Context: an optimization exercise on an open-source flow, tuned for small area, a short achievable clock period and few clock cycles. The choices shown serve that exercise and are no tape-out recipe.
The RTL was checked by simulation tests, not by an equivalence proof against the original design.
Power is estimated from default activity; no workload was simulated.

$ cat flow/constraint.sdc
create_clock -name core_clock -period 7.5 [get_ports {clk}]
set_input_delay 1.5000 -clock core_clock [delete_from_list [all_inputs] [get_ports {clk}]]
set_output_delay 1.5000 -clock core_clock [all_outputs]
set_load 0.01 [all_outputs]
$ cat flow/run.sh
#!/bin/bash
# synth_recipe.tcl (not shown) runs the flow's synth.tcl, then flattens the netlist and writes it again
# the make line also repeats each setting of config.mk as NAME=value (left out here)
make -C /OpenROAD-flow-scripts/flow DESIGN_CONFIG=/design/flow/config.mk WORK_HOME=/design/flow/orfs CLKGATE_MAP_FILE= SYNTH_SCRIPT=/design/flow/synth_recipe.tcl finish
$ cat flow/design.v
package window_mac5_acc_pkg;
  typedef enum logic [1:0] {IDLE, ACCUM, DRAIN, OUT} state_t;
  localparam int DEF_WORD_WIDTH = 16;
  localparam int DEF_FRAC_BITS = 8;
endpackage
module booth_enc (
  input  logic [15:0] w,
  output logic [5:0] m1,
  output logic [5:0] m2,
  output logic [5:0] m3,
  output logic [5:0] m4,
  output logic [5:0] neg
);
  logic [18:0] we;
  assign we = {{2{w[15]}}, w, 1'b0};
  logic [2:0] y0;
  assign y0 = we[2:0] ^ {3{we[3]}};
  assign m1[0] = ~y0[2] & (y0[1] ^ y0[0]);
  assign m2[0] = (~y0[2] & y0[1] & y0[0]) | (y0[2] & ~y0[1] & ~y0[0]);
  assign m3[0] = y0[2] & (y0[1] ^ y0[0]);
  assign m4[0] = y0[2] & y0[1] & y0[0];
  assign neg[0] = we[3];
  logic [2:0] y1;
  assign y1 = we[5:3] ^ {3{we[6]}};
  assign m1[1] = ~y1[2] & (y1[1] ^ y1[0]);
  assign m2[1] = (~y1[2] & y1[1] & y1[0]) | (y1[2] & ~y1[1] & ~y1[0]);
  assign m3[1] = y1[2] & (y1[1] ^ y1[0]);
  assign m4[1] = y1[2] & y1[1] & y1[0];
  assign neg[1] = we[6];
  logic [2:0] y2;
  assign y2 = we[8:6] ^ {3{we[9]}};
  assign m1[2] = ~y2[2] & (y2[1] ^ y2[0]);
  assign m2[2] = (~y2[2] & y2[1] & y2[0]) | (y2[2] & ~y2[1] & ~y2[0]);
  assign m3[2] = y2[2] & (y2[1] ^ y2[0]);
  assign m4[2] = y2[2] & y2[1] & y2[0];
  assign neg[2] = we[9];
  logic [2:0] y3;
  assign y3 = we[11:9] ^ {3{we[12]}};
  assign m1[3] = ~y3[2] & (y3[1] ^ y3[0]);
  assign m2[3] = (~y3[2] & y3[1] & y3[0]) | (y3[2] & ~y3[1] & ~y3[0]);
  assign m3[3] = y3[2] & (y3[1] ^ y3[0]);
  assign m4[3] = y3[2] & y3[1] & y3[0];
  assign neg[3] = we[12];
  logic [2:0] y4;
  assign y4 = we[14:12] ^ {3{we[15]}};
  assign m1[4] = ~y4[2] & (y4[1] ^ y4[0]);
  assign m2[4] = (~y4[2] & y4[1] & y4[0]) | (y4[2] & ~y4[1] & ~y4[0]);
  assign m3[4] = y4[2] & (y4[1] ^ y4[0]);
  assign m4[4] = y4[2] & y4[1] & y4[0];
  assign neg[4] = we[15];
  logic [2:0] y5;
  assign y5 = we[17:15] ^ {3{we[18]}};
  assign m1[5] = ~y5[2] & (y5[1] ^ y5[0]);
  assign m2[5] = (~y5[2] & y5[1] & y5[0]) | (y5[2] & ~y5[1] & ~y5[0]);
  assign m3[5] = y5[2] & (y5[1] ^ y5[0]);
  assign m4[5] = y5[2] & y5[1] & y5[0];
  assign neg[5] = we[18];
endmodule
module pp_sum (
  input  logic [5:0] m1,
  input  logic [5:0] m2,
  input  logic [5:0] m3,
  input  logic [5:0] m4,
  input  logic [5:0] neg,
  input  logic [18:0] x,
  input  logic [20:0] x3,
  output logic [36:0] pa,
  output logic [36:0] pb
);
  logic [21:0] xe, x3e;
  assign xe = {{3{x[18]}}, x};
  assign x3e = {x3[20], x3};
  logic [20:0] pp0;
  assign pp0 = ({21{m1[0]}} & xe[20:0] | {21{m2[0]}} & {xe[19:0], 1'b0} | {21{m3[0]}} & x3e[20:0] | {21{m4[0]}} & {xe[18:0], 2'b0}) ^ {21{neg[0]}};
  logic [20:0] pp1;
  assign pp1 = ({21{m1[1]}} & xe[20:0] | {21{m2[1]}} & {xe[19:0], 1'b0} | {21{m3[1]}} & x3e[20:0] | {21{m4[1]}} & {xe[18:0], 2'b0}) ^ {21{neg[1]}};
  logic [20:0] pp2;
  assign pp2 = ({21{m1[2]}} & xe[20:0] | {21{m2[2]}} & {xe[19:0], 1'b0} | {21{m3[2]}} & x3e[20:0] | {21{m4[2]}} & {xe[18:0], 2'b0}) ^ {21{neg[2]}};
  logic [20:0] pp3;
  assign pp3 = ({21{m1[3]}} & xe[20:0] | {21{m2[3]}} & {xe[19:0], 1'b0} | {21{m3[3]}} & x3e[20:0] | {21{m4[3]}} & {xe[18:0], 2'b0}) ^ {21{neg[3]}};
  logic [20:0] pp4;
  assign pp4 = ({21{m1[4]}} & xe[20:0] | {21{m2[4]}} & {xe[19:0], 1'b0} | {21{m3[4]}} & x3e[20:0] | {21{m4[4]}} & {xe[18:0], 2'b0}) ^ {21{neg[4]}};
  logic [20:0] pp5;
  assign pp5 = ({21{m1[5]}} & xe[20:0] | {21{m2[5]}} & {xe[19:0], 1'b0} | {21{m3[5]}} & x3e[20:0] | {21{m4[5]}} & {xe[18:0], 2'b0}) ^ {21{neg[5]}};
  logic as1, ac1;
  assign as1 = pp0[6] ^ pp1[3];
  assign ac1 = pp0[6] & pp1[3];
  logic as2, ac2;
  assign as2 = pp0[7] ^ pp1[4] ^ pp2[1];
  assign ac2 = (pp0[7] & pp1[4]) | (pp0[7] & pp2[1]) | (pp1[4] & pp2[1]);
  logic as3, ac3;
  assign as3 = pp0[8] ^ pp1[5] ^ pp2[2];
  assign ac3 = (pp0[8] & pp1[5]) | (pp0[8] & pp2[2]) | (pp1[5] & pp2[2]);
  logic as4, ac4;
  assign as4 = pp0[9] ^ pp1[6] ^ pp2[3];
  assign ac4 = (pp0[9] & pp1[6]) | (pp0[9] & pp2[3]) | (pp1[6] & pp2[3]);
  logic as5, ac5;
  assign as5 = pp3[0] ^ ac3;
  assign ac5 = pp3[0] & ac3;
  logic as6, ac6;
  assign as6 = pp0[10] ^ pp1[7] ^ pp2[4];
  assign ac6 = (pp0[10] & pp1[7]) | (pp0[10] & pp2[4]) | (pp1[7] & pp2[4]);
  logic as7, ac7;
  assign as7 = pp3[1] ^ ac4 ^ as6;
  assign ac7 = (pp3[1] & ac4) | (pp3[1] & as6) | (ac4 & as6);
  logic as8, ac8;
  assign as8 = pp0[11] ^ pp1[8] ^ pp2[5];
  assign ac8 = (pp0[11] & pp1[8]) | (pp0[11] & pp2[5]) | (pp1[8] & pp2[5]);
  logic as9, ac9;
  assign as9 = pp3[2] ^ ac6 ^ as8;
  assign ac9 = (pp3[2] & ac6) | (pp3[2] & as8) | (ac6 & as8);
  logic as10, ac10;
  assign as10 = pp0[12] ^ pp1[9] ^ pp2[6];
  assign ac10 = (pp0[12] & pp1[9]) | (pp0[12] & pp2[6]) | (pp1[9] & pp2[6]);
  logic as11, ac11;
  assign as11 = pp3[3] ^ pp4[0] ^ ac8;
  assign ac11 = (pp3[3] & pp4[0]) | (pp3[3] & ac8) | (pp4[0] & ac8);
  logic as12, ac12;
  assign as12 = as10 ^ ac9;
  assign ac12 = as10 & ac9;
  logic as13, ac13;
  assign as13 = pp0[13] ^ pp1[10] ^ pp2[7];
  assign ac13 = (pp0[13] & pp1[10]) | (pp0[13] & pp2[7]) | (pp1[10] & pp2[7]);
  logic as14, ac14;
  assign as14 = pp3[4] ^ pp4[1] ^ ac10;
  assign ac14 = (pp3[4] & pp4[1]) | (pp3[4] & ac10) | (pp4[1] & ac10);
  logic as15, ac15;
  assign as15 = as13 ^ ac11 ^ as14;
  assign ac15 = (as13 & ac11) | (as13 & as14) | (ac11 & as14);
  logic as16, ac16;
  assign as16 = pp0[14] ^ pp1[11] ^ pp2[8];
  assign ac16 = (pp0[14] & pp1[11]) | (pp0[14] & pp2[8]) | (pp1[11] & pp2[8]);
  logic as17, ac17;
  assign as17 = pp3[5] ^ pp4[2] ^ ac13;
  assign ac17 = (pp3[5] & pp4[2]) | (pp3[5] & ac13) | (pp4[2] & ac13);
  logic as18, ac18;
  assign as18 = as16 ^ ac14 ^ as17;
  assign ac18 = (as16 & ac14) | (as16 & as17) | (ac14 & as17);
  logic as19, ac19;
  assign as19 = pp0[15] ^ pp1[12] ^ pp2[9];
  assign ac19 = (pp0[15] & pp1[12]) | (pp0[15] & pp2[9]) | (pp1[12] & pp2[9]);
  logic as20, ac20;
  assign as20 = pp3[6] ^ pp4[3] ^ pp5[0];
  assign ac20 = (pp3[6] & pp4[3]) | (pp3[6] & pp5[0]) | (pp4[3] & pp5[0]);
  logic as21, ac21;
  assign as21 = ac16 ^ as19 ^ as20;
  assign ac21 = (ac16 & as19) | (ac16 & as20) | (as19 & as20);
  logic as22, ac22;
  assign as22 = ac17 ^ as21;
  assign ac22 = ac17 & as21;
  logic as23, ac23;
  assign as23 = pp0[16] ^ pp1[13] ^ pp2[10];
  assign ac23 = (pp0[16] & pp1[13]) | (pp0[16] & pp2[10]) | (pp1[13] & pp2[10]);
  logic as24, ac24;
  assign as24 = pp3[7] ^ pp4[4] ^ pp5[1];
  assign ac24 = (pp3[7] & pp4[4]) | (pp3[7] & pp5[1]) | (pp4[4] & pp5[1]);
  logic as25, ac25;
  assign as25 = ac19 ^ ac20 ^ as23;
  assign ac25 = (ac19 & ac20) | (ac19 & as23) | (ac20 & as23);
  logic as26, ac26;
  assign as26 = as24 ^ ac21 ^ as25;
  assign ac26 = (as24 & ac21) | (as24 & as25) | (ac21 & as25);
  logic as27, ac27;
  assign as27 = pp0[17] ^ pp1[14] ^ pp2[11];
  assign ac27 = (pp0[17] & pp1[14]) | (pp0[17] & pp2[11]) | (pp1[14] & pp2[11]);
  logic as28, ac28;
  assign as28 = pp3[8] ^ pp4[5] ^ pp5[2];
  assign ac28 = (pp3[8] & pp4[5]) | (pp3[8] & pp5[2]) | (pp4[5] & pp5[2]);
  logic as29, ac29;
  assign as29 = ac23 ^ ac24 ^ as27;
  assign ac29 = (ac23 & ac24) | (ac23 & as27) | (ac24 & as27);
  logic as30, ac30;
  assign as30 = as28 ^ ac25 ^ as29;
  assign ac30 = (as28 & ac25) | (as28 & as29) | (ac25 & as29);
  logic as31, ac31;
  assign as31 = pp0[18] ^ pp1[15] ^ pp2[12];
  assign ac31 = (pp0[18] & pp1[15]) | (pp0[18] & pp2[12]) | (pp1[15] & pp2[12]);
  logic as32, ac32;
  assign as32 = pp3[9] ^ pp4[6] ^ pp5[3];
  assign ac32 = (pp3[9] & pp4[6]) | (pp3[9] & pp5[3]) | (pp4[6] & pp5[3]);
  logic as33, ac33;
  assign as33 = ac27 ^ ac28 ^ as31;
  assign ac33 = (ac27 & ac28) | (ac27 & as31) | (ac28 & as31);
  logic as34, ac34;
  assign as34 = as32 ^ ac29 ^ as33;
  assign ac34 = (as32 & ac29) | (as32 & as33) | (ac29 & as33);
  logic as35, ac35;
  assign as35 = pp0[19] ^ pp1[16] ^ pp2[13];
  assign ac35 = (pp0[19] & pp1[16]) | (pp0[19] & pp2[13]) | (pp1[16] & pp2[13]);
  logic as36, ac36;
  assign as36 = pp3[10] ^ pp4[7] ^ pp5[4];
  assign ac36 = (pp3[10] & pp4[7]) | (pp3[10] & pp5[4]) | (pp4[7] & pp5[4]);
  logic as37, ac37;
  assign as37 = ac31 ^ ac32 ^ as35;
  assign ac37 = (ac31 & ac32) | (ac31 & as35) | (ac32 & as35);
  logic as38, ac38;
  assign as38 = as36 ^ ac33 ^ as37;
  assign ac38 = (as36 & ac33) | (as36 & as37) | (ac33 & as37);
  logic as39, ac39;
  assign as39 = ~pp0[20] ^ pp1[17] ^ pp2[14];
  assign ac39 = (~pp0[20] & pp1[17]) | (~pp0[20] & pp2[14]) | (pp1[17] & pp2[14]);
  logic as40, ac40;
  assign as40 = pp3[11] ^ pp4[8] ^ pp5[5];
  assign ac40 = (pp3[11] & pp4[8]) | (pp3[11] & pp5[5]) | (pp4[8] & pp5[5]);
  logic as41, ac41;
  assign as41 = ac35 ^ ac36 ^ as39;
  assign ac41 = (ac35 & ac36) | (ac35 & as39) | (ac36 & as39);
  logic as42, ac42;
  assign as42 = as40 ^ ac37 ^ as41;
  assign ac42 = (as40 & ac37) | (as40 & as41) | (ac37 & as41);
  logic as43, ac43;
  assign as43 = pp1[18] ^ pp2[15] ^ pp3[12];
  assign ac43 = (pp1[18] & pp2[15]) | (pp1[18] & pp3[12]) | (pp2[15] & pp3[12]);
  logic as44, ac44;
  assign as44 = pp4[9] ^ pp5[6] ^ ac39;
  assign ac44 = (pp4[9] & pp5[6]) | (pp4[9] & ac39) | (pp5[6] & ac39);
  logic as45, ac45;
  assign as45 = ac40 ^ as43 ^ ac41;
  assign ac45 = (ac40 & as43) | (ac40 & ac41) | (as43 & ac41);
  logic as46, ac46;
  assign as46 = as44 ^ ac42;
  assign ac46 = as44 & ac42;
  logic as47, ac47;
  assign as47 = pp1[19] ^ pp2[16] ^ pp3[13];
  assign ac47 = (pp1[19] & pp2[16]) | (pp1[19] & pp3[13]) | (pp2[16] & pp3[13]);
  logic as48, ac48;
  assign as48 = pp4[10] ^ pp5[7] ^ ac43;
  assign ac48 = (pp4[10] & pp5[7]) | (pp4[10] & ac43) | (pp5[7] & ac43);
  logic as49, ac49;
  assign as49 = as47 ^ ac44 ^ as48;
  assign ac49 = (as47 & ac44) | (as47 & as48) | (ac44 & as48);
  logic as50, ac50;
  assign as50 = ac45 ^ as49;
  assign ac50 = ac45 & as49;
  logic as51, ac51;
  assign as51 = ~pp1[20] ^ pp2[17] ^ pp3[14];
  assign ac51 = (~pp1[20] & pp2[17]) | (~pp1[20] & pp3[14]) | (pp2[17] & pp3[14]);
  logic as52, ac52;
  assign as52 = pp4[11] ^ pp5[8] ^ ac47;
  assign ac52 = (pp4[11] & pp5[8]) | (pp4[11] & ac47) | (pp5[8] & ac47);
  logic as53, ac53;
  assign as53 = as51 ^ ac48 ^ as52;
  assign ac53 = (as51 & ac48) | (as51 & as52) | (ac48 & as52);
  logic as54, ac54;
  assign as54 = ac49 ^ as53;
  assign ac54 = ac49 & as53;
  logic as55, ac55;
  assign as55 = pp2[18] ^ pp3[15] ^ pp4[12];
  assign ac55 = (pp2[18] & pp3[15]) | (pp2[18] & pp4[12]) | (pp3[15] & pp4[12]);
  logic as56, ac56;
  assign as56 = pp5[9] ^ ac51 ^ as55;
  assign ac56 = (pp5[9] & ac51) | (pp5[9] & as55) | (ac51 & as55);
  logic as57, ac57;
  assign as57 = ac52 ^ as56 ^ ac53;
  assign ac57 = (ac52 & as56) | (ac52 & ac53) | (as56 & ac53);
  logic as58, ac58;
  assign as58 = pp2[19] ^ pp3[16] ^ pp4[13];
  assign ac58 = (pp2[19] & pp3[16]) | (pp2[19] & pp4[13]) | (pp3[16] & pp4[13]);
  logic as59, ac59;
  assign as59 = pp5[10] ^ ac55 ^ as58;
  assign ac59 = (pp5[10] & ac55) | (pp5[10] & as58) | (ac55 & as58);
  logic as60, ac60;
  assign as60 = ac56 ^ as59;
  assign ac60 = ac56 & as59;
  logic as61, ac61;
  assign as61 = ~pp2[20] ^ pp3[17] ^ pp4[14];
  assign ac61 = (~pp2[20] & pp3[17]) | (~pp2[20] & pp4[14]) | (pp3[17] & pp4[14]);
  logic as62, ac62;
  assign as62 = pp5[11] ^ ac58 ^ as61;
  assign ac62 = (pp5[11] & ac58) | (pp5[11] & as61) | (ac58 & as61);
  logic as63, ac63;
  assign as63 = ac59 ^ as62;
  assign ac63 = ac59 & as62;
  logic as64, ac64;
  assign as64 = pp3[18] ^ pp4[15] ^ pp5[12];
  assign ac64 = (pp3[18] & pp4[15]) | (pp3[18] & pp5[12]) | (pp4[15] & pp5[12]);
  logic as65, ac65;
  assign as65 = ac61 ^ as64 ^ ac62;
  assign ac65 = (ac61 & as64) | (ac61 & ac62) | (as64 & ac62);
  logic as66, ac66;
  assign as66 = pp3[19] ^ pp4[16] ^ pp5[13];
  assign ac66 = (pp3[19] & pp4[16]) | (pp3[19] & pp5[13]) | (pp4[16] & pp5[13]);
  logic as67, ac67;
  assign as67 = ac64 ^ as66;
  assign ac67 = ac64 & as66;
  logic as68, ac68;
  assign as68 = ~pp3[20] ^ pp4[17] ^ pp5[14];
  assign ac68 = (~pp3[20] & pp4[17]) | (~pp3[20] & pp5[14]) | (pp4[17] & pp5[14]);
  logic as69, ac69;
  assign as69 = ac66 ^ as68;
  assign ac69 = ac66 & as68;
  logic as70, ac70;
  assign as70 = pp4[18] ^ pp5[15] ^ ac68;
  assign ac70 = (pp4[18] & pp5[15]) | (pp4[18] & ac68) | (pp5[15] & ac68);
  logic as71, ac71;
  assign as71 = pp4[19] ^ pp5[16];
  assign ac71 = pp4[19] & pp5[16];
  logic as72, ac72;
  assign as72 = ~pp4[20] ^ pp5[17];
  assign ac72 = ~pp4[20] & pp5[17];
  assign pa[0] = pp0[0];
  assign pb[0] = 1'b0;
  assign pa[1] = pp0[1];
  assign pb[1] = 1'b0;
  assign pa[2] = pp0[2];
  assign pb[2] = 1'b0;
  assign pa[3] = pp0[3];
  assign pb[3] = pp1[0];
  assign pa[4] = pp0[4];
  assign pb[4] = pp1[1];
  assign pa[5] = pp0[5];
  assign pb[5] = pp1[2];
  assign pa[6] = pp2[0];
  assign pb[6] = as1;
  assign pa[7] = ac1;
  assign pb[7] = as2;
  assign pa[8] = ac2;
  assign pb[8] = as3;
  assign pa[9] = as4;
  assign pb[9] = as5;
  assign pa[10] = ac5;
  assign pb[10] = as7;
  assign pa[11] = ac7;
  assign pb[11] = as9;
  assign pa[12] = as11;
  assign pb[12] = as12;
  assign pa[13] = ac12;
  assign pb[13] = as15;
  assign pa[14] = ac15;
  assign pb[14] = as18;
  assign pa[15] = as22;
  assign pb[15] = ac18;
  assign pa[16] = ac22;
  assign pb[16] = as26;
  assign pa[17] = ac26;
  assign pb[17] = as30;
  assign pa[18] = ac30;
  assign pb[18] = as34;
  assign pa[19] = ac34;
  assign pb[19] = as38;
  assign pa[20] = ac38;
  assign pb[20] = as42;
  assign pa[21] = as45;
  assign pb[21] = as46;
  assign pa[22] = ac46;
  assign pb[22] = as50;
  assign pa[23] = ac50;
  assign pb[23] = as54;
  assign pa[24] = ac54;
  assign pb[24] = as57;
  assign pa[25] = as60;
  assign pb[25] = ac57;
  assign pa[26] = ac60;
  assign pb[26] = as63;
  assign pa[27] = ac63;
  assign pb[27] = as65;
  assign pa[28] = as67;
  assign pb[28] = ac65;
  assign pa[29] = ac67;
  assign pb[29] = as69;
  assign pa[30] = ac69;
  assign pb[30] = as70;
  assign pa[31] = as71;
  assign pb[31] = ac70;
  assign pa[32] = ac71;
  assign pb[32] = as72;
  assign pa[33] = pp5[18];
  assign pb[33] = ac72;
  assign pa[34] = pp5[19];
  assign pb[34] = 1'b0;
  assign pa[35] = ~pp5[20];
  assign pb[35] = 1'b0;
  assign pa[36] = 1'b0;
  assign pb[36] = 1'b0;
endmodule
module acc_add (
  input  logic [41:0] ss,
  input  logic [41:0] sc,
  input  logic [36:0] pa,
  input  logic [36:0] pb,
  input  logic [5:0] neg,
  output logic [41:0] ns,
  output logic [41:0] nc
);
  logic bs1, bc1;
  assign bs1 = ss[0] ^ sc[0] ^ pa[0];
  assign bc1 = (ss[0] & sc[0]) | (ss[0] & pa[0]) | (sc[0] & pa[0]);
  logic bs2, bc2;
  assign bs2 = pb[0] ^ neg[0];
  assign bc2 = pb[0] & neg[0];
  logic bs3, bc3;
  assign bs3 = ss[1] ^ sc[1] ^ pa[1];
  assign bc3 = (ss[1] & sc[1]) | (ss[1] & pa[1]) | (sc[1] & pa[1]);
  logic bs4, bc4;
  assign bs4 = pb[1] ^ bc2 ^ bc1;
  assign bc4 = (pb[1] & bc2) | (pb[1] & bc1) | (bc2 & bc1);
  logic bs5, bc5;
  assign bs5 = ss[2] ^ sc[2] ^ pa[2];
  assign bc5 = (ss[2] & sc[2]) | (ss[2] & pa[2]) | (sc[2] & pa[2]);
  logic bs6, bc6;
  assign bs6 = pb[2] ^ bc3 ^ bs5;
  assign bc6 = (pb[2] & bc3) | (pb[2] & bs5) | (bc3 & bs5);
  logic bs7, bc7;
  assign bs7 = ss[3] ^ sc[3] ^ pa[3];
  assign bc7 = (ss[3] & sc[3]) | (ss[3] & pa[3]) | (sc[3] & pa[3]);
  logic bs8, bc8;
  assign bs8 = pb[3] ^ neg[1] ^ bc5;
  assign bc8 = (pb[3] & neg[1]) | (pb[3] & bc5) | (neg[1] & bc5);
  logic bs9, bc9;
  assign bs9 = bs7 ^ bc6;
  assign bc9 = bs7 & bc6;
  logic bs10, bc10;
  assign bs10 = ss[4] ^ sc[4] ^ pa[4];
  assign bc10 = (ss[4] & sc[4]) | (ss[4] & pa[4]) | (sc[4] & pa[4]);
  logic bs11, bc11;
  assign bs11 = pb[4] ^ bc7 ^ bs10;
  assign bc11 = (pb[4] & bc7) | (pb[4] & bs10) | (bc7 & bs10);
  logic bs12, bc12;
  assign bs12 = bc8 ^ bs11;
  assign bc12 = bc8 & bs11;
  logic bs13, bc13;
  assign bs13 = ss[5] ^ sc[5] ^ pa[5];
  assign bc13 = (ss[5] & sc[5]) | (ss[5] & pa[5]) | (sc[5] & pa[5]);
  logic bs14, bc14;
  assign bs14 = pb[5] ^ bc10 ^ bs13;
  assign bc14 = (pb[5] & bc10) | (pb[5] & bs13) | (bc10 & bs13);
  logic bs15, bc15;
  assign bs15 = bc11 ^ bs14;
  assign bc15 = bc11 & bs14;
  logic bs16, bc16;
  assign bs16 = ss[6] ^ sc[6] ^ pa[6];
  assign bc16 = (ss[6] & sc[6]) | (ss[6] & pa[6]) | (sc[6] & pa[6]);
  logic bs17, bc17;
  assign bs17 = pb[6] ^ neg[2] ^ bc13;
  assign bc17 = (pb[6] & neg[2]) | (pb[6] & bc13) | (neg[2] & bc13);
  logic bs18, bc18;
  assign bs18 = bs16 ^ bc14 ^ bs17;
  assign bc18 = (bs16 & bc14) | (bs16 & bs17) | (bc14 & bs17);
  logic bs19, bc19;
  assign bs19 = ss[7] ^ sc[7] ^ pa[7];
  assign bc19 = (ss[7] & sc[7]) | (ss[7] & pa[7]) | (sc[7] & pa[7]);
  logic bs20, bc20;
  assign bs20 = pb[7] ^ bc16 ^ bs19;
  assign bc20 = (pb[7] & bc16) | (pb[7] & bs19) | (bc16 & bs19);
  logic bs21, bc21;
  assign bs21 = bc17 ^ bs20;
  assign bc21 = bc17 & bs20;
  logic bs22, bc22;
  assign bs22 = ss[8] ^ sc[8] ^ pa[8];
  assign bc22 = (ss[8] & sc[8]) | (ss[8] & pa[8]) | (sc[8] & pa[8]);
  logic bs23, bc23;
  assign bs23 = pb[8] ^ bc19 ^ bs22;
  assign bc23 = (pb[8] & bc19) | (pb[8] & bs22) | (bc19 & bs22);
  logic bs24, bc24;
  assign bs24 = bc20 ^ bs23;
  assign bc24 = bc20 & bs23;
  logic bs25, bc25;
  assign bs25 = ss[9] ^ sc[9] ^ pa[9];
  assign bc25 = (ss[9] & sc[9]) | (ss[9] & pa[9]) | (sc[9] & pa[9]);
  logic bs26, bc26;
  assign bs26 = pb[9] ^ neg[3] ^ bc22;
  assign bc26 = (pb[9] & neg[3]) | (pb[9] & bc22) | (neg[3] & bc22);
  logic bs27, bc27;
  assign bs27 = bs25 ^ bc23 ^ bs26;
  assign bc27 = (bs25 & bc23) | (bs25 & bs26) | (bc23 & bs26);
  logic bs28, bc28;
  assign bs28 = ss[10] ^ sc[10] ^ pa[10];
  assign bc28 = (ss[10] & sc[10]) | (ss[10] & pa[10]) | (sc[10] & pa[10]);
  logic bs29, bc29;
  assign bs29 = pb[10] ^ bc25 ^ bs28;
  assign bc29 = (pb[10] & bc25) | (pb[10] & bs28) | (bc25 & bs28);
  logic bs30, bc30;
  assign bs30 = bc26 ^ bs29;
  assign bc30 = bc26 & bs29;
  logic bs31, bc31;
  assign bs31 = ss[11] ^ sc[11] ^ pa[11];
  assign bc31 = (ss[11] & sc[11]) | (ss[11] & pa[11]) | (sc[11] & pa[11]);
  logic bs32, bc32;
  assign bs32 = pb[11] ^ bc28 ^ bs31;
  assign bc32 = (pb[11] & bc28) | (pb[11] & bs31) | (bc28 & bs31);
  logic bs33, bc33;
  assign bs33 = bc29 ^ bs32;
  assign bc33 = bc29 & bs32;
  logic bs34, bc34;
  assign bs34 = ss[12] ^ sc[12] ^ pa[12];
  assign bc34 = (ss[12] & sc[12]) | (ss[12] & pa[12]) | (sc[12] & pa[12]);
  logic bs35, bc35;
  assign bs35 = pb[12] ^ neg[4] ^ bc31;
  assign bc35 = (pb[12] & neg[4]) | (pb[12] & bc31) | (neg[4] & bc31);
  logic bs36, bc36;
  assign bs36 = bs34 ^ bc32 ^ bs35;
  assign bc36 = (bs34 & bc32) | (bs34 & bs35) | (bc32 & bs35);
  logic bs37, bc37;
  assign bs37 = ss[13] ^ sc[13] ^ pa[13];
  assign bc37 = (ss[13] & sc[13]) | (ss[13] & pa[13]) | (sc[13] & pa[13]);
  logic bs38, bc38;
  assign bs38 = pb[13] ^ bc34 ^ bs37;
  assign bc38 = (pb[13] & bc34) | (pb[13] & bs37) | (bc34 & bs37);
  logic bs39, bc39;
  assign bs39 = bc35 ^ bs38;
  assign bc39 = bc35 & bs38;
  logic bs40, bc40;
  assign bs40 = ss[14] ^ sc[14] ^ pa[14];
  assign bc40 = (ss[14] & sc[14]) | (ss[14] & pa[14]) | (sc[14] & pa[14]);
  logic bs41, bc41;
  assign bs41 = pb[14] ^ bc37 ^ bs40;
  assign bc41 = (pb[14] & bc37) | (pb[14] & bs40) | (bc37 & bs40);
  logic bs42, bc42;
  assign bs42 = bc38 ^ bs41;
  assign bc42 = bc38 & bs41;
  logic bs43, bc43;
  assign bs43 = ss[15] ^ sc[15] ^ pa[15];
  assign bc43 = (ss[15] & sc[15]) | (ss[15] & pa[15]) | (sc[15] & pa[15]);
  logic bs44, bc44;
  assign bs44 = pb[15] ^ neg[5] ^ bc40;
  assign bc44 = (pb[15] & neg[5]) | (pb[15] & bc40) | (neg[5] & bc40);
  logic bs45, bc45;
  assign bs45 = bs43 ^ bc41 ^ bs44;
  assign bc45 = (bs43 & bc41) | (bs43 & bs44) | (bc41 & bs44);
  logic bs46, bc46;
  assign bs46 = ss[16] ^ sc[16] ^ pa[16];
  assign bc46 = (ss[16] & sc[16]) | (ss[16] & pa[16]) | (sc[16] & pa[16]);
  logic bs47, bc47;
  assign bs47 = pb[16] ^ bc43 ^ bs46;
  assign bc47 = (pb[16] & bc43) | (pb[16] & bs46) | (bc43 & bs46);
  logic bs48, bc48;
  assign bs48 = bc44 ^ bs47;
  assign bc48 = bc44 & bs47;
  logic bs49, bc49;
  assign bs49 = ss[17] ^ sc[17] ^ pa[17];
  assign bc49 = (ss[17] & sc[17]) | (ss[17] & pa[17]) | (sc[17] & pa[17]);
  logic bs50, bc50;
  assign bs50 = pb[17] ^ bc46 ^ bs49;
  assign bc50 = (pb[17] & bc46) | (pb[17] & bs49) | (bc46 & bs49);
  logic bs51, bc51;
  assign bs51 = bc47 ^ bs50;
  assign bc51 = bc47 & bs50;
  logic bs52, bc52;
  assign bs52 = ss[18] ^ sc[18] ^ pa[18];
  assign bc52 = (ss[18] & sc[18]) | (ss[18] & pa[18]) | (sc[18] & pa[18]);
  logic bs53, bc53;
  assign bs53 = pb[18] ^ bc49 ^ bs52;
  assign bc53 = (pb[18] & bc49) | (pb[18] & bs52) | (bc49 & bs52);
  logic bs54, bc54;
  assign bs54 = bc50 ^ bs53;
  assign bc54 = bc50 & bs53;
  logic bs55, bc55;
  assign bs55 = ss[19] ^ sc[19] ^ pa[19];
  assign bc55 = (ss[19] & sc[19]) | (ss[19] & pa[19]) | (sc[19] & pa[19]);
  logic bs56, bc56;
  assign bs56 = pb[19] ^ bc52 ^ bs55;
  assign bc56 = (pb[19] & bc52) | (pb[19] & bs55) | (bc52 & bs55);
  logic bs57, bc57;
  assign bs57 = bc53 ^ bs56;
  assign bc57 = bc53 & bs56;
  logic bs58, bc58;
  assign bs58 = 1'b1 ^ ss[20] ^ sc[20];
  assign bc58 = (1'b1 & ss[20]) | (1'b1 & sc[20]) | (ss[20] & sc[20]);
  logic bs59, bc59;
  assign bs59 = pa[20] ^ pb[20] ^ bc55;
  assign bc59 = (pa[20] & pb[20]) | (pa[20] & bc55) | (pb[20] & bc55);
  logic bs60, bc60;
  assign bs60 = bs58 ^ bc56 ^ bs59;
  assign bc60 = (bs58 & bc56) | (bs58 & bs59) | (bc56 & bs59);
  logic bs61, bc61;
  assign bs61 = 1'b1 ^ ss[21] ^ sc[21];
  assign bc61 = (1'b1 & ss[21]) | (1'b1 & sc[21]) | (ss[21] & sc[21]);
  logic bs62, bc62;
  assign bs62 = pa[21] ^ pb[21] ^ bc58;
  assign bc62 = (pa[21] & pb[21]) | (pa[21] & bc58) | (pb[21] & bc58);
  logic bs63, bc63;
  assign bs63 = bs61 ^ bc59 ^ bs62;
  assign bc63 = (bs61 & bc59) | (bs61 & bs62) | (bc59 & bs62);
  logic bs64, bc64;
  assign bs64 = 1'b1 ^ ss[22] ^ sc[22];
  assign bc64 = (1'b1 & ss[22]) | (1'b1 & sc[22]) | (ss[22] & sc[22]);
  logic bs65, bc65;
  assign bs65 = pa[22] ^ pb[22] ^ bc61;
  assign bc65 = (pa[22] & pb[22]) | (pa[22] & bc61) | (pb[22] & bc61);
  logic bs66, bc66;
  assign bs66 = bs64 ^ bc62 ^ bs65;
  assign bc66 = (bs64 & bc62) | (bs64 & bs65) | (bc62 & bs65);
  logic bs67, bc67;
  assign bs67 = ss[23] ^ sc[23] ^ pa[23];
  assign bc67 = (ss[23] & sc[23]) | (ss[23] & pa[23]) | (sc[23] & pa[23]);
  logic bs68, bc68;
  assign bs68 = pb[23] ^ bc64 ^ bs67;
  assign bc68 = (pb[23] & bc64) | (pb[23] & bs67) | (bc64 & bs67);
  logic bs69, bc69;
  assign bs69 = bc65 ^ bs68;
  assign bc69 = bc65 & bs68;
  logic bs70, bc70;
  assign bs70 = 1'b1 ^ ss[24] ^ sc[24];
  assign bc70 = (1'b1 & ss[24]) | (1'b1 & sc[24]) | (ss[24] & sc[24]);
  logic bs71, bc71;
  assign bs71 = pa[24] ^ pb[24] ^ bc67;
  assign bc71 = (pa[24] & pb[24]) | (pa[24] & bc67) | (pb[24] & bc67);
  logic bs72, bc72;
  assign bs72 = bs70 ^ bc68 ^ bs71;
  assign bc72 = (bs70 & bc68) | (bs70 & bs71) | (bc68 & bs71);
  logic bs73, bc73;
  assign bs73 = 1'b1 ^ ss[25] ^ sc[25];
  assign bc73 = (1'b1 & ss[25]) | (1'b1 & sc[25]) | (ss[25] & sc[25]);
  logic bs74, bc74;
  assign bs74 = pa[25] ^ pb[25] ^ bc70;
  assign bc74 = (pa[25] & pb[25]) | (pa[25] & bc70) | (pb[25] & bc70);
  logic bs75, bc75;
  assign bs75 = bs73 ^ bc71 ^ bs74;
  assign bc75 = (bs73 & bc71) | (bs73 & bs74) | (bc71 & bs74);
  logic bs76, bc76;
  assign bs76 = ss[26] ^ sc[26] ^ pa[26];
  assign bc76 = (ss[26] & sc[26]) | (ss[26] & pa[26]) | (sc[26] & pa[26]);
  logic bs77, bc77;
  assign bs77 = pb[26] ^ bc73 ^ bs76;
  assign bc77 = (pb[26] & bc73) | (pb[26] & bs76) | (bc73 & bs76);
  logic bs78, bc78;
  assign bs78 = bc74 ^ bs77;
  assign bc78 = bc74 & bs77;
  logic bs79, bc79;
  assign bs79 = 1'b1 ^ ss[27] ^ sc[27];
  assign bc79 = (1'b1 & ss[27]) | (1'b1 & sc[27]) | (ss[27] & sc[27]);
  logic bs80, bc80;
  assign bs80 = pa[27] ^ pb[27] ^ bc76;
  assign bc80 = (pa[27] & pb[27]) | (pa[27] & bc76) | (pb[27] & bc76);
  logic bs81, bc81;
  assign bs81 = bs79 ^ bc77 ^ bs80;
  assign bc81 = (bs79 & bc77) | (bs79 & bs80) | (bc77 & bs80);
  logic bs82, bc82;
  assign bs82 = 1'b1 ^ ss[28] ^ sc[28];
  assign bc82 = (1'b1 & ss[28]) | (1'b1 & sc[28]) | (ss[28] & sc[28]);
  logic bs83, bc83;
  assign bs83 = pa[28] ^ pb[28] ^ bc79;
  assign bc83 = (pa[28] & pb[28]) | (pa[28] & bc79) | (pb[28] & bc79);
  logic bs84, bc84;
  assign bs84 = bs82 ^ bc80 ^ bs83;
  assign bc84 = (bs82 & bc80) | (bs82 & bs83) | (bc80 & bs83);
  logic bs85, bc85;
  assign bs85 = ss[29] ^ sc[29] ^ pa[29];
  assign bc85 = (ss[29] & sc[29]) | (ss[29] & pa[29]) | (sc[29] & pa[29]);
  logic bs86, bc86;
  assign bs86 = pb[29] ^ bc82 ^ bs85;
  assign bc86 = (pb[29] & bc82) | (pb[29] & bs85) | (bc82 & bs85);
  logic bs87, bc87;
  assign bs87 = bc83 ^ bs86;
  assign bc87 = bc83 & bs86;
  logic bs88, bc88;
  assign bs88 = 1'b1 ^ ss[30] ^ sc[30];
  assign bc88 = (1'b1 & ss[30]) | (1'b1 & sc[30]) | (ss[30] & sc[30]);
  logic bs89, bc89;
  assign bs89 = pa[30] ^ pb[30] ^ bc85;
  assign bc89 = (pa[30] & pb[30]) | (pa[30] & bc85) | (pb[30] & bc85);
  logic bs90, bc90;
  assign bs90 = bs88 ^ bc86 ^ bs89;
  assign bc90 = (bs88 & bc86) | (bs88 & bs89) | (bc86 & bs89);
  logic bs91, bc91;
  assign bs91 = 1'b1 ^ ss[31] ^ sc[31];
  assign bc91 = (1'b1 & ss[31]) | (1'b1 & sc[31]) | (ss[31] & sc[31]);
  logic bs92, bc92;
  assign bs92 = pa[31] ^ pb[31] ^ bc88;
  assign bc92 = (pa[31] & pb[31]) | (pa[31] & bc88) | (pb[31] & bc88);
  logic bs93, bc93;
  assign bs93 = bs91 ^ bc89 ^ bs92;
  assign bc93 = (bs91 & bc89) | (bs91 & bs92) | (bc89 & bs92);
  logic bs94, bc94;
  assign bs94 = ss[32] ^ sc[32] ^ pa[32];
  assign bc94 = (ss[32] & sc[32]) | (ss[32] & pa[32]) | (sc[32] & pa[32]);
  logic bs95, bc95;
  assign bs95 = pb[32] ^ bc91 ^ bs94;
  assign bc95 = (pb[32] & bc91) | (pb[32] & bs94) | (bc91 & bs94);
  logic bs96, bc96;
  assign bs96 = bc92 ^ bs95;
  assign bc96 = bc92 & bs95;
  logic bs97, bc97;
  assign bs97 = 1'b1 ^ ss[33] ^ sc[33];
  assign bc97 = (1'b1 & ss[33]) | (1'b1 & sc[33]) | (ss[33] & sc[33]);
  logic bs98, bc98;
  assign bs98 = pa[33] ^ pb[33] ^ bc94;
  assign bc98 = (pa[33] & pb[33]) | (pa[33] & bc94) | (pb[33] & bc94);
  logic bs99, bc99;
  assign bs99 = bs97 ^ bc95 ^ bs98;
  assign bc99 = (bs97 & bc95) | (bs97 & bs98) | (bc95 & bs98);
  logic bs100, bc100;
  assign bs100 = 1'b1 ^ ss[34] ^ sc[34];
  assign bc100 = (1'b1 & ss[34]) | (1'b1 & sc[34]) | (ss[34] & sc[34]);
  logic bs101, bc101;
  assign bs101 = pa[34] ^ pb[34] ^ bc97;
  assign bc101 = (pa[34] & pb[34]) | (pa[34] & bc97) | (pb[34] & bc97);
  logic bs102, bc102;
  assign bs102 = bs100 ^ bc98 ^ bs101;
  assign bc102 = (bs100 & bc98) | (bs100 & bs101) | (bc98 & bs101);
  logic bs103, bc103;
  assign bs103 = ss[35] ^ sc[35] ^ pa[35];
  assign bc103 = (ss[35] & sc[35]) | (ss[35] & pa[35]) | (sc[35] & pa[35]);
  logic bs104, bc104;
  assign bs104 = pb[35] ^ bc100 ^ bs103;
  assign bc104 = (pb[35] & bc100) | (pb[35] & bs103) | (bc100 & bs103);
  logic bs105, bc105;
  assign bs105 = bc101 ^ bs104;
  assign bc105 = bc101 & bs104;
  logic bs106, bc106;
  assign bs106 = 1'b1 ^ ss[36] ^ sc[36];
  assign bc106 = (1'b1 & ss[36]) | (1'b1 & sc[36]) | (ss[36] & sc[36]);
  logic bs107, bc107;
  assign bs107 = pa[36] ^ pb[36] ^ bc103;
  assign bc107 = (pa[36] & pb[36]) | (pa[36] & bc103) | (pb[36] & bc103);
  logic bs108, bc108;
  assign bs108 = bs106 ^ bc104 ^ bs107;
  assign bc108 = (bs106 & bc104) | (bs106 & bs107) | (bc104 & bs107);
  logic bs109, bc109;
  assign bs109 = 1'b1 ^ ss[37] ^ sc[37];
  assign bc109 = (1'b1 & ss[37]) | (1'b1 & sc[37]) | (ss[37] & sc[37]);
  logic bs110, bc110;
  assign bs110 = bc106 ^ bs109 ^ bc107;
  assign bc110 = (bc106 & bs109) | (bc106 & bc107) | (bs109 & bc107);
  logic bs111, bc111;
  assign bs111 = 1'b1 ^ ss[38] ^ sc[38];
  assign bc111 = (1'b1 & ss[38]) | (1'b1 & sc[38]) | (ss[38] & sc[38]);
  logic bs112, bc112;
  assign bs112 = bc109 ^ bs111;
  assign bc112 = bc109 & bs111;
  logic bs113, bc113;
  assign bs113 = 1'b1 ^ ss[39] ^ sc[39];
  assign bc113 = (1'b1 & ss[39]) | (1'b1 & sc[39]) | (ss[39] & sc[39]);
  logic bs114, bc114;
  assign bs114 = bc111 ^ bs113;
  assign bc114 = bc111 & bs113;
  logic bs115, bc115;
  assign bs115 = 1'b1 ^ ss[40] ^ sc[40];
  assign bc115 = (1'b1 & ss[40]) | (1'b1 & sc[40]) | (ss[40] & sc[40]);
  logic bs116, bc116;
  assign bs116 = bc113 ^ bs115;
  assign bc116 = bc113 & bs115;
  logic bs117, bc117;
  assign bs117 = 1'b1 ^ ss[41] ^ sc[41];
  assign bc117 = (1'b1 & ss[41]) | (1'b1 & sc[41]) | (ss[41] & sc[41]);
  logic bs118, bc118;
  assign bs118 = bc115 ^ bs117;
  assign bc118 = bc115 & bs117;
  assign ns[0] = bs2;
  assign nc[0] = bs1;
  assign ns[1] = bs3;
  assign nc[1] = bs4;
  assign ns[2] = bc4;
  assign nc[2] = bs6;
  assign ns[3] = bs8;
  assign nc[3] = bs9;
  assign ns[4] = bc9;
  assign nc[4] = bs12;
  assign ns[5] = bc12;
  assign nc[5] = bs15;
  assign ns[6] = bc15;
  assign nc[6] = bs18;
  assign ns[7] = bs21;
  assign nc[7] = bc18;
  assign ns[8] = bc21;
  assign nc[8] = bs24;
  assign ns[9] = bc24;
  assign nc[9] = bs27;
  assign ns[10] = bs30;
  assign nc[10] = bc27;
  assign ns[11] = bc30;
  assign nc[11] = bs33;
  assign ns[12] = bc33;
  assign nc[12] = bs36;
  assign ns[13] = bs39;
  assign nc[13] = bc36;
  assign ns[14] = bc39;
  assign nc[14] = bs42;
  assign ns[15] = bc42;
  assign nc[15] = bs45;
  assign ns[16] = bs48;
  assign nc[16] = bc45;
  assign ns[17] = bc48;
  assign nc[17] = bs51;
  assign ns[18] = bc51;
  assign nc[18] = bs54;
  assign ns[19] = bc54;
  assign nc[19] = bs57;
  assign ns[20] = bc57;
  assign nc[20] = bs60;
  assign ns[21] = bc60;
  assign nc[21] = bs63;
  assign ns[22] = bc63;
  assign nc[22] = bs66;
  assign ns[23] = bs69;
  assign nc[23] = bc66;
  assign ns[24] = bc69;
  assign nc[24] = bs72;
  assign ns[25] = bc72;
  assign nc[25] = bs75;
  assign ns[26] = bs78;
  assign nc[26] = bc75;
  assign ns[27] = bc78;
  assign nc[27] = bs81;
  assign ns[28] = bc81;
  assign nc[28] = bs84;
  assign ns[29] = bs87;
  assign nc[29] = bc84;
  assign ns[30] = bc87;
  assign nc[30] = bs90;
  assign ns[31] = bc90;
  assign nc[31] = bs93;
  assign ns[32] = bs96;
  assign nc[32] = bc93;
  assign ns[33] = bc96;
  assign nc[33] = bs99;
  assign ns[34] = bc99;
  assign nc[34] = bs102;
  assign ns[35] = bs105;
  assign nc[35] = bc102;
  assign ns[36] = bc105;
  assign nc[36] = bs108;
  assign ns[37] = bc108;
  assign nc[37] = bs110;
  assign ns[38] = bs112;
  assign nc[38] = bc110;
  assign ns[39] = bc112;
  assign nc[39] = bs114;
  assign ns[40] = bc114;
  assign nc[40] = bs116;
  assign ns[41] = bc116;
  assign nc[41] = bs118;
endmodule
import window_mac5_acc_pkg::*;
module window_mac5_acc #(
  parameter int WORD_WIDTH = window_mac5_acc_pkg::DEF_WORD_WIDTH,
  parameter int FRAC_BITS  = window_mac5_acc_pkg::DEF_FRAC_BITS,
  parameter int CNT_WIDTH  = 8
) (
  input  logic                  clk,
  input  logic                  rst,
  input  logic                  w_load,
  input  logic [2:0]            w_idx,
  input  logic [WORD_WIDTH-1:0] w_data,
  input  logic                  start,
  input  logic [CNT_WIDTH-1:0]  acc_len,
  input  logic                  in_valid,
  input  logic [WORD_WIDTH-1:0] data_in_0,
  input  logic [WORD_WIDTH-1:0] data_in_1,
  input  logic [WORD_WIDTH-1:0] data_in_2,
  input  logic [WORD_WIDTH-1:0] data_in_3,
  input  logic [WORD_WIDTH-1:0] data_in_4,
  output logic                  busy,
  output logic                  out_valid,
  output logic [WORD_WIDTH-1:0] out_data
);
  localparam int XW = WORD_WIDTH + 3;             
  localparam int SW = 2 * WORD_WIDTH + CNT_WIDTH + 2;   
  localparam int PW = 37;                         
  localparam int ND = 6;                          
  localparam int L1 = 7;                          
  localparam int L2 = 13;
  localparam logic [CNT_WIDTH-1:0] DONE_CNT = CNT_WIDTH'(-7);
  logic [4:0][WORD_WIDTH-1:0] weight;
  logic [4:0][WORD_WIDTH-1:0] window;
  logic [4:0][XW-1:0] x_sum, x_keep, x_add, x_nxt;
  logic [4:0] x_c1, x_c2, c1_nxt, c2_nxt;
  logic [4:0] ring;
  logic [XW-1:0] xr, x_sel, x_pick;
  logic [XW+1:0] x3r, x3_pick;
  logic c1_sel, c2_sel;
  logic [WORD_WIDTH-1:0] w_sel;
  logic [ND-1:0] m1, m2, m3, m4, neg, m1_r, m2_r, m3_r, m4_r, neg_r, neg_rr;
  logic [PW-1:0] pa, pb, pa_r, pb_r;
  logic [SW-1:0] acc_s, acc_c, nxt_s, nxt_c, total;
  logic [CNT_WIDTH-1:0] cnt;
  logic accum;
  logic idle, busy_nx;
  logic [4:0] ring_nx, keep;
  logic go, accept, last, fire;
  logic [SW-FRAC_BITS-1:0] rounded;
  logic [WORD_WIDTH-1:0] result;
  assign window = {data_in_4, data_in_3, data_in_2, data_in_1, data_in_0};
  assign go = idle && start && acc_len != '0;
  assign accept = accum && in_valid;
  assign last = accept && cnt == CNT_WIDTH'(1);
  assign fire = !idle && !accum && cnt == DONE_CNT;
  assign busy_nx = idle ? go : !fire;
  assign ring_nx = {ring[3:0], ring[4]};
  for (genvar i = 0; i < 5; i++) begin : g_tap
    assign x_keep[i] = keep[i] ? x_sum[i] : XW'(0);
    assign x_add[i] = accept ? XW'($signed(window[i])) : XW'(0);
    assign {c1_nxt[i], x_nxt[i][L1-1:0]} = (L1+1)'(x_keep[i][L1-1:0]) + (L1+1)'(x_add[i][L1-1:0]);
    assign {c2_nxt[i], x_nxt[i][L2-1:L1]} = (L2-L1+1)'(x_keep[i][L2-1:L1])
                                          + (L2-L1+1)'(x_add[i][L2-1:L1]) + (L2-L1+1)'(keep[i] && x_c1[i]);
    assign x_nxt[i][XW-1:L2] = x_keep[i][XW-1:L2] + x_add[i][XW-1:L2] + (XW-L2)'(keep[i] && x_c2[i]);
  end
  always_comb begin
    x_sel = '0;
    c1_sel = 1'b0;
    c2_sel = 1'b0;
    w_sel = '0;
    for (int i = 0; i < 5; i++) begin
      x_sel = x_sel | ({XW{ring[i]}} & x_sum[i]);
      c1_sel = c1_sel | (ring[i] & x_c1[i]);
      c2_sel = c2_sel | (ring[i] & x_c2[i]);
      w_sel = w_sel | ({WORD_WIDTH{ring[i]}} & weight[i]);
    end
  end
  assign x_pick = {x_sel[XW-1:L1] + (XW-L1)'({c2_sel, {(L2-L1-1){1'b0}}, c1_sel}), x_sel[L1-1:0]};
  assign x3_pick = {{2{x_sel[XW-1]}}, x_sel} + {x_sel[XW-1], x_sel, 1'b0}
                 + (XW+2)'({c2_sel, c2_sel, {(L2-L1-2){1'b0}}, c1_sel, c1_sel, {L1{1'b0}}});
  booth_enc u_enc (
    .w(w_sel),
    .m1(m1),
    .m2(m2),
    .m3(m3),
    .m4(m4),
    .neg(neg)
  );
  pp_sum u_pp (
    .m1(m1_r),
    .m2(m2_r),
    .m3(m3_r),
    .m4(m4_r),
    .neg(neg_r),
    .x(xr),
    .x3(x3r),
    .pa(pa),
    .pb(pb)
  );
  acc_add u_acc (
    .ss(acc_s),
    .sc(acc_c),
    .pa(pa_r),
    .pb(pb_r),
    .neg(neg_rr),
    .ns(nxt_s),
    .nc(nxt_c)
  );
  assign total = acc_s + acc_c;
  assign rounded = total[SW-1:FRAC_BITS];
  always_comb begin
    if (&rounded[SW-FRAC_BITS-1:WORD_WIDTH-1] || ~|rounded[SW-FRAC_BITS-1:WORD_WIDTH-1])
      result = rounded[WORD_WIDTH-1:0];
    else
      result = {rounded[SW-FRAC_BITS-1], {(WORD_WIDTH-1){~rounded[SW-FRAC_BITS-1]}}};
  end
  always_ff @(posedge clk) begin
    x_sum <= x_nxt;
    x_c1 <= c1_nxt;
    x_c2 <= c2_nxt;
    xr <= (idle || rst) ? '0 : x_pick;
    x3r <= (idle || rst) ? '0 : x3_pick;
    m1_r <= m1;
    m2_r <= m2;
    m3_r <= m3;
    m4_r <= m4;
    neg_r <= neg;
    neg_rr <= neg_r;
    pa_r <= pa;
    pb_r <= pb;
    acc_s <= idle ? SW'(1 << (FRAC_BITS - 1)) : nxt_s;
    acc_c <= idle ? '0 : nxt_c;
    keep <= (busy_nx && !rst) ? ~ring_nx : '0;
    cnt <= idle ? acc_len : cnt - CNT_WIDTH'(!accum || in_valid);
    if (rst) begin
      ring <= 5'b00001;
      busy <= 1'b0;
      idle <= 1'b1;
      accum <= 1'b0;
      out_valid <= 1'b0;
      out_data <= '0;
      for (int i = 0; i < 5; i++) weight[i] <= '0;
    end else begin
      ring <= ring_nx;
      busy <= busy_nx;
      idle <= !busy_nx;
      accum <= accum ? !last : go;
      out_valid <= fire;
      if (fire) out_data <= result;
      for (int i = 0; i < 5; i++)
        if (idle && w_load && w_idx == 3'(i)) weight[i] <= w_data;
    end
  end
endmodule
$ cat flow/config.mk
export PLATFORM = sky130hd
export DESIGN_NAME = window_mac5_acc
export DESIGN_NICKNAME = window_mac5_acc
export VERILOG_FILES = /design/flow/design.v
export SDC_FILE = /design/flow/constraint.sdc
export NUM_CORES = 4
export LEC_CHECK = 0
export CAP_MARGIN = 20
export CORE_MARGIN = 2
export CORE_UTILIZATION = 40
export SETUP_SLACK_MARGIN = 0.3
export SLEW_MARGIN = 20
==> results.txt <==
-- kinds of logic after synthesis --
family | share of synthesized area, %
AOI/OAI and AO/OA | 17.1
DFF | 31.9
and+or+nand+nor | 15.0
xor gates and xnor gates | 8.35
adders and majority gates | 20.9
buffers and inverters | 6.57
muxes | 0.179
-- state kept, by name, indices dropped and copies added (netlist names), 5 cells and up --
register	count
m2_r	5
ring	5
acc_c	42
x_c2	5
xr	19
pa_r	35
x_sum	95
m3_r	5
weight	80
acc_s	41
x3r	20
m4_r	5
keep	5
x_c1	5
out_data	16
pb_r	31
neg_rr	6
m1_r	6
neg_r	6
cnt	8
-- path summary, 6_finish.rpt --
kind | startpoint | to | slack [ns] | depth (start not counted)
setup / recovery | ring[1]$_SDFF_PP0_ | x3r[18]$_SDFF_PP0_ | 2.71 | 16
hold / removal | neg_rr[0]$_DFF_P_ | acc_s[0]$_SDFF_PP0_ | 0.44 | 1
setup reg to reg | ring[1]$_SDFF_PP0_ | x3r[18]$_SDFF_PP0_ | 2.71 | 16
hold reg to reg | neg_rr[0]$_DFF_P_ | acc_s[0]$_SDFF_PP0_ | 0.44 | 1
-- routing by layer --
metal,GRT usage (%),up-vias,part of all wire [%]
met5,0,-,0
met4,7.75,0,3.3
met3,2.82,159,5.5
met2,32.8,682,47
met1,25.7,10300,45
li1,-,10500,-
-- critical path, delay by kind of cell (launching register included) --
kind            cells  cell delay (ns)
compound gates      9             2.37
xor+xnor            1             0.17
fa+ha+maj           3             0.99
buf+inv             1             0.34
flops               1             0.54
simple gates        2             0.21
-- synth_stat cells, types with 3 or more instances --
cell type / count / area, µm²
dfxtp_1: 444 / 8890
nand2_1: 337 / 1260
inv_1: 279 / 1050
ha_1: 211 / 2640
a21oi_1: 193 / 966
clkbuf_1: 161 / 604
fa_1: 160 / 3200
xnor2_1: 156 / 1370
nor2_1: 118 / 443
xor2_1: 110 / 963
nor2b_1: 99 / 619
a221oi_1: 89 / 780
and2_1: 88 / 551
a22o_1: 85 / 744
and3_1: 81 / 507
a21o_1: 59 / 443
o21ai_0: 57 / 285
a22oi_1: 40 / 300
a222oi_1: 38 / 380
buf_1: 26 / 97.6
nor3_1: 24 / 120
nand4_1: 19 / 119
o21bai_1: 19 / 143
nand3_1: 17 / 85.1
nand2b_1: 14 / 87.6
nor4_1: 14 / 87.6
or3_1: 14 / 87.6
a2111oi_2: 10 / 150
a211oi_1: 10 / 75.1
or2_2: 8 / 50.1
a31oi_1: 7 / 43.8
buf_2: 6 / 30.0
o31a_1: 6 / 52.6
a2111oi_0: 5 / 43.8
a2111oi_1: 5 / 50.1
mux2i_1: 5 / 50.1
o21a_1: 5 / 37.5
o31ai_1: 5 / 37.5
buf_6: 4 / 45.0
a311oi_1: 3 / 26.3
a41oi_1: 3 / 26.3
nor3b_1: 3 / 22.5
o211ai_1: 3 / 22.5
-- cell type report --
cell class,instances,share of cell area [%]
multi-input cells,2152,54.9
flip-flops and latches,444,28.4
clock buffers,74,4.63
repair buffers,149,4.58
well taps,931,3.72
inverters,279,3.34
clock inverters,13,0.443
diodes,1,0.00798
-- per-stage QoR --
stage	instances	worst slack, ns	instance area (µm²)
global placement	3955	2.92	29700
global route	4042	2.39	31300
finish	4043	2.71	31300
floorplan	3073	3.08	27900
detailed placement	3955	2.82	29700
CTS	4042	2.80	31300
-- power by group through the flow --
stage | clock network, mW | registers [mW] | logic (mW)
floorplan | 0 | 2.61 | 0.854
global placement | 0 | 2.68 | 1.07
detailed placement | 0 | 2.68 | 1.11
CTS | 2.44 | 2.63 | 1.12
global route | 2.53 | 2.65 | 1.27
finish | 2.37 | 2.63 | 1.11
==> impl_metrics.csv <==
group,metric,value,unit
cts,clkTransAtPathRegs,0.06,ns
power,power_leakage,13.9,nW
layout,num-nets-final,3558,
timing,timing.max_slew.rel_slack,25.4,%
routing,routed_via_density,5.34,
worst_setup_path,crit_type,"flop to flop",
routing,drtPass1Iterations,8,
global_route,first_global_vias,22200,
worst_setup_path,cp_data_required_time,7.95,ns
routing,total_wirelength,69800,µm
worst_setup_path,worstSetupStartpointType,"flop",
yosys,synth-seq-cells,444,
cts,post_cts_setup_buffers,0,
cts,ctsHoldBuffers,0,
worst_setup_path,timing.critical_path.slowest_cell_delay,0.54,ns
power,net-switching-power,1.73,mW
global_route,grt_first_pass_wirelength,115000,µm
yosys,post_synth_edffs,0,
worst_setup_path,crit_path_top_delay_cell,"dfxtp_1",
global_route,global_route.overflow_total,0,
job,maxCapViolations,0,
power,power_per_cell_area,195,nW/µm²
routing,ant_nets,0,
power,proportion_of_power_drawn_by_flip_flops_and_latches,43.1,%
power,p_clk_share,38.8,%
yosys,synth_cell_types,69,
yosys,combined_area_of_all_synthesized_cells,27900,µm²
cts,h-tree-depth,2,
power,vdd_drop_max,0.152,mV
yosys,total_nets_after_synthesis,3556,
layout,commonest_cells_after_routing_fill_and_taps_aside,"dfxtp_1 (442), nand2_1 (337), inv_1 (279), ha_1 (211), a21oi_1 (193)",
routing,routed_wire_length_per_instance,17.3,µm
yosys,asyncSetResetFlopFracSynth,0,%
yosys,ys_dominant_reg_cell,"dfxtp_1",
timing,final.hold.worst_slack,0.445,ns
layout,final_common_cell,"dfxtp_1",
cts,cts_max_path_buffers,3,
yosys,syn-mean-instance-area,9.08,µm²
global_route,grt_start_max_net_pins,89,
min_path,holdCritPathClass,"flop to flop",
worst_setup_path,setup.worst_path.end_class,"flop",
cts,cts_buffers,49,
yosys,synthCells,3073,
floorplan,i_o_pin_count,130,
status,outcome,"finished clean",
power,p_comb_share,18.1,%
timing,grt_setup_unrepaired,"false",
yosys,count_of_yosys_warnings_during_synthesis,1,
layout,finalCoreUtilization,45.5,%
timing,worst_clock_skew,0.0210,ns
global_route,grt.total_usage,19.7,%
floorplan,fp.dieH,268,µm
timing,hold_violations,0,
worst_setup_path,worst-path-max-fanout,23,
layout,fillers,6545,
floorplan,total_core_area,68800,µm²
floorplan,std_cell_rows,96,
layout,drive_above_1_share,4.18,%
worst_setup_path,cells_traversed_along_the_worst_timing_path,"buf_4 -> a222oi_1 -> nand2_1 -> ha_1 -> ha_1 -> fa_1 -> a21o_1 -> a21oi_1 -> o21bai_1 -> a21oi_1 -> o21ai_0 -> a211oi_1 -> o311ai_0 -> a21oi_1 -> xor2_1 -> nor2_1",
routing,drcViolationCount,0,
power,p_int,4.38,mW
yosys,synth.yosys.seq_area_share,31.9,%
place,dp.final_hpwl,53400,µm
timing,setup_viol_count_final,0,
floorplan,fp.dieW,268,µm
place,io_buffers,129,
timing,max_freq,209,MHz
cts,cts_tree,"yes",
cts,cts.sink_count,444,
timing,worst_pin_slew,1.11,ns
global_route,antenna_violations_before_repair,3,
cts,cts.repair.resized,0,
timing,period_share,63.8,%
layout,multi_input_area,17200,µm²
cts,clock-root-buffer,"clkbuf_16",
timing,finalCriticalPeriod,4.79,ns
worst_setup_path,critical_path_arrival,5.24,ns
floorplan,die_area,71900,µm²
power,report.power.total,6.11,mW
cts,worst_skew_pair.late_latency,0.58,ns
floorplan,initial_utilization,40.5,%
timing,fin_setup_tns,0,ns
place,routabilityCongestion,0.888,
worst_setup_path,path_common_cell,"a21oi_1",
routing,vias,21600,
power,power.share.switching,28.4,%
layout,sequential_cell_area,8890,µm²
timing,timing.final.max_slew_violations,0,
layout,syn2layout_area_growth,12.4,%
routing,number_of_drc_markers_after_the_initial_detailed_route_iteration,1472,
Testbench counts, summed over its fixed seeds: cycles 17,141.

what the ideal ports hide:
No port has a modelled driver above. Below, the same layout with a new extraction and two added sets of constraints. Step 1, drivers: a clkbuf_16 drives clk and a buf_2 each remaining input, both assumed. Step 2 adds t to the input delays and takes it off the output delays; t is the mean of the earliest and latest rising clock arrival at the registers after step 1. Input paths then give back, and output paths get back, about the clock's delay inside the block. a / b / c = no drivers / after step 1 / after step 2; a / b = the first two.
t, ns: 0.635
setup slack, ns: 2.712 / 2.712 / 2.712
clock arrival spread, ns: 0.023 / 0.024
After both steps this run still meets setup and hold. For this run, drivers alone change the setup slack by 0.000 ns; drivers and shift together by 0.000 ns.
